Source: an optimization exercise on an open RTL-to-GDS flow (aim: small area). Production flows keep margins and buffers that such runs may drop. Where RTL was checked, it was by simulation tests only, not by an equivalence proof against the original. Power is estimated from default activity; no workload was simulated.

Setup of build 43:
==> module commit_trace_capture, before the edit <==
module commit_trace_capture #(
    parameter int DEPTH       = 16,
    parameter int MAX_RECORDS = 3000,
    parameter int DROP_W      = 16
) (
    input  logic                   clk,
    input  logic                   reset,
    input  logic                   capture_en,
    input  logic                   commit_valid,
    input  logic [31:0]            commit_pc,
    input  logic [31:0]            commit_instr,
    input  logic                   rf_we,
    input  logic [4:0]             rf_waddr,
    input  logic [31:0]            rf_wdata,
    output logic                   out_valid,
    input  logic                   out_ready,
    output logic [31:0]            out_data,
    output logic                   overflow,
    output logic [DROP_W-1:0]      drop_count,
    output logic                   done
);
    localparam int NS    = DEPTH + 1;           
    localparam int NW    = $clog2(NS + 1);
    localparam int CNT_W = $clog2(MAX_RECORDS + 1);
    localparam int RW   = 102;
    localparam int R_PC = 70;
    localparam int R_IN = 38;
    localparam int R_WE = 37;
    localparam int R_WA = 32;
    localparam int R_WD = 0;
    logic [RW-1:0]     slot_q [0:NS-1];
    logic [NS-1:0]     inv_q;         
    logic [NW-1:0]     n_q;           
    logic              busy_q;        
    logic [1:0]        word_q;        
    logic              out_valid_q;
    logic              overflow_q;
    logic [DROP_W-1:0] drop_count_q;
    logic              done_q;
    logic [CNT_W-1:0]  accepted_q;
    logic empty, full, last_hs, pop, push_req, push, drop;
    logic [NW-1:0] widx;
    logic [NS-1:0] ld, sh, hd;
    logic [RW-1:0] new_rec;
    assign empty    = (n_q == NW'(busy_q));
    assign full     = (n_q == NW'(NS));
    assign last_hs  = out_valid_q & out_ready & (word_q == 2'd3);
    assign pop      = !empty & (!busy_q | last_hs);
    assign push_req = commit_valid & capture_en & !done_q;
    assign push     = push_req & (!full | pop);
    assign drop     = push_req & !push;
    assign widx = n_q - NW'(last_hs);
    assign new_rec = {commit_pc, commit_instr, rf_we, rf_waddr, rf_wdata};
    always_comb begin
        for (int i = 0; i < NS; i++) begin
            ld[i] = push & (widx == NW'(i));
            sh[i] = last_hs & !ld[i];
            hd[i] = !last_hs & !ld[i];
        end
        sh[NS-1] = 1'b0;
        hd[NS-1] = !ld[NS-1];
    end
    logic [RW-1:0] slot_d [0:NS-1];
    for (genvar i = 0; i < NS - 1; i++) begin : g_slot
        ctc_aoi222 #(.W(RW)) u_next (
            .h(hd[i]), .a(slot_q[i]),
            .s(sh[i]), .b(slot_q[i+1]),
            .l(ld[i]), .c(new_rec),
            .y(slot_d[i]));
    end
    ctc_aoi22 #(.W(RW)) u_next_top (
        .h(hd[NS-1]), .a(slot_q[NS-1]),
        .l(ld[NS-1]), .c(new_rec),
        .y(slot_d[NS-1]));
    always_ff @(posedge clk) begin
        for (int i = 0; i < NS - 1; i++) begin
            slot_q[i] <= slot_d[i];
            inv_q[i]  <= ~((hd[i] & inv_q[i]) | (sh[i] & inv_q[i+1]));
        end
        slot_q[NS-1] <= slot_d[NS-1];
        inv_q[NS-1]  <= ~(hd[NS-1] & inv_q[NS-1]);
    end
    always_ff @(posedge clk or negedge reset) begin
        if (!reset) begin
            n_q          <= '0;
            busy_q       <= 1'b0;
            word_q       <= 2'd0;
            out_valid_q  <= 1'b0;
            overflow_q   <= 1'b0;
            drop_count_q <= '0;
            done_q       <= 1'b0;
            accepted_q   <= '0;
        end else begin
            n_q <= n_q + NW'(push) - NW'(last_hs);
            if (!busy_q) begin
                busy_q <= pop;
            end else if (!out_valid_q) begin
                out_valid_q <= 1'b1;
            end else if (out_ready) begin
                word_q <= word_q + 2'd1;
                if (word_q == 2'd3 && !pop) begin
                    busy_q      <= 1'b0;
                    out_valid_q <= 1'b0;
                end
            end
            if (push) accepted_q <= accepted_q + CNT_W'(1);
            if (push && (accepted_q == CNT_W'(MAX_RECORDS - 1))) done_q <= 1'b1;
            if (drop) overflow_q <= 1'b1;
            if (drop && (drop_count_q != '1)) drop_count_q <= drop_count_q + DROP_W'(1);
        end
    end
    logic [RW-1:0] s0;
    logic          p0, we0, sel0, sel1, sel2, sel3;
    logic [31:0]   w2;
    assign s0   = slot_q[0];
    assign p0   = inv_q[0];
    assign we0  = s0[R_WE] ^ p0;
    assign sel0 = out_valid_q & (word_q == 2'd0);
    assign sel1 = out_valid_q & (word_q == 2'd1);
    assign sel2 = out_valid_q & (word_q == 2'd2);
    assign sel3 = out_valid_q & (word_q == 2'd3) & we0;
    assign w2   = {s0[R_WE], 26'b0, s0[R_WA +: 5]};
    always_comb begin
        for (int b = 0; b < 32; b++) begin
            if (b < 5 || b == 31) begin
                out_data[b] = ((sel0 & s0[R_PC + b]) | (sel1 & s0[R_IN + b]) |
                               (sel2 & w2[b]) | (sel3 & s0[R_WD + b])) ^
                              ((sel0 | sel1 | sel2 | sel3) & p0);
            end else begin
                out_data[b] = ((sel0 & s0[R_PC + b]) | (sel1 & s0[R_IN + b]) |
                               (sel3 & s0[R_WD + b])) ^
                              ((sel0 | sel1 | sel3) & p0);
            end
        end
    end
    assign out_valid  = out_valid_q;
    assign overflow   = overflow_q;
    assign drop_count = drop_count_q;
    assign done       = done_q;
endmodule
Settings: LEC_CHECK=0, CAP_MARGIN=20, CORE_MARGIN=2, CORE_UTILIZATION=50, PLACE_DENSITY=0.6, SLEW_MARGIN=20, SYNTH_HIERARCHICAL=1; clock period 5.0 ns.
standard.sh (not shown) runs the stock make flow with config.mk's settings and CLKGATE_MAP_FILE= SYNTH_SCRIPT=/design/flow/synth_recipe.tcl, a recipe that flattens the netlist after the stock synthesis.
==> flow/flow/run.sh <==
#!/bin/bash
set -euo pipefail
export BUFFER_PORTS_ARGS="-buffer_cell sky130_fd_sc_hd__buf_1"
export CTS_ARGS="-sink_clustering_enable -repair_clock_nets -dont_use_dummy_load -sink_clustering_size 20 -sink_clustering_max_diameter 50 -buf_list sky130_fd_sc_hd__clkbuf_8 -root_buf sky130_fd_sc_hd__clkbuf_16"
bash standard.sh > flow.log 2>&1
The inputs of build 37 differ from those of build 43 as listed below.
--- a/flow/design.v
+++ b/flow/design.v
@@ -22,5 +22,4 @@
     localparam int NS    = DEPTH + 1;           
     localparam int NW    = $clog2(NS + 1);
-    localparam int CNT_W = $clog2(MAX_RECORDS + 1);
     localparam int RW   = 102;
     localparam int R_PC = 70;
@@ -38,5 +37,6 @@
     logic [DROP_W-1:0] drop_count_q;
     logic              done_q;
-    logic [CNT_W-1:0]  accepted_q;
+    localparam logic [11:0] ACC_LAST = 12'he99;
+    logic [11:0]       accepted_q;
     logic empty, full, last_hs, pop, push_req, push, drop;
     logic [NW-1:0] widx;
@@ -104,6 +104,7 @@
                 end
             end
-            if (push) accepted_q <= accepted_q + CNT_W'(1);
-            if (push && (accepted_q == CNT_W'(MAX_RECORDS - 1))) done_q <= 1'b1;
+            if (push) accepted_q <= {accepted_q[10:0],
+                                     ~(accepted_q[11] ^ accepted_q[5] ^ accepted_q[3] ^ accepted_q[0])};
+            if (push && (accepted_q == ACC_LAST)) done_q <= 1'b1;
             if (drop) overflow_q <= 1'b1;
             if (drop && (drop_count_q != '1)) drop_count_q <= drop_count_q + DROP_W'(1);
Build 37: flow completed, timing, DRC and antenna clean
Count of mapped cells out of synthesis, build 37 and build 43: larger value in build 43
Build 43 has lower critical path required time than build 37.
Clock period minus worst slack (build 37 over build 43): increase, 120 ps
Compared to build 43, build 37 was floorplanned on a smaller die.
From build 43 to build 37 the numbers moved as follows: internal power consumption comparable; post-route cell area now smaller; power now smaller.
Only the layout flow was run in build 43; the RTL was not checked for function there.

[separate check: timing with driven ports]
In the flow no input, the clock included, has a driving cell. The finished layouts below were timed again as built, in two steps.
Step 1 sets driving cells, clkbuf_16 on the clock port and buf_2 on the other inputs (assumed; they add their load-dependent delay and slew).
Step 2 also shifts input and output timing later by t, the mid clock arrival at the registers, as if the neighbouring blocks saw the same clock.
Three values: no drivers, after step 1, after step 2; two values: the first two.
| run | t (ns) | slack for setup (ns) | latest minus earliest clock arrival (ns) | pins driven straight from the clock port |
|---|---|---|---|---|
| build 43 | 0.772 | 0.486 / 0.412 / 0.523 | 0.101 / 0.100 | 1 |
| build 37 | 0.778 | 0.368 / 0.403 / -0.363 | 0.110 / 0.110 | 1 |
Met with ideal ports but missed after step 2: setup timing in build 37. The setup slack of build 37, which loses most, moves by +0.035 ns with the drivers and by -0.731 ns with both steps.
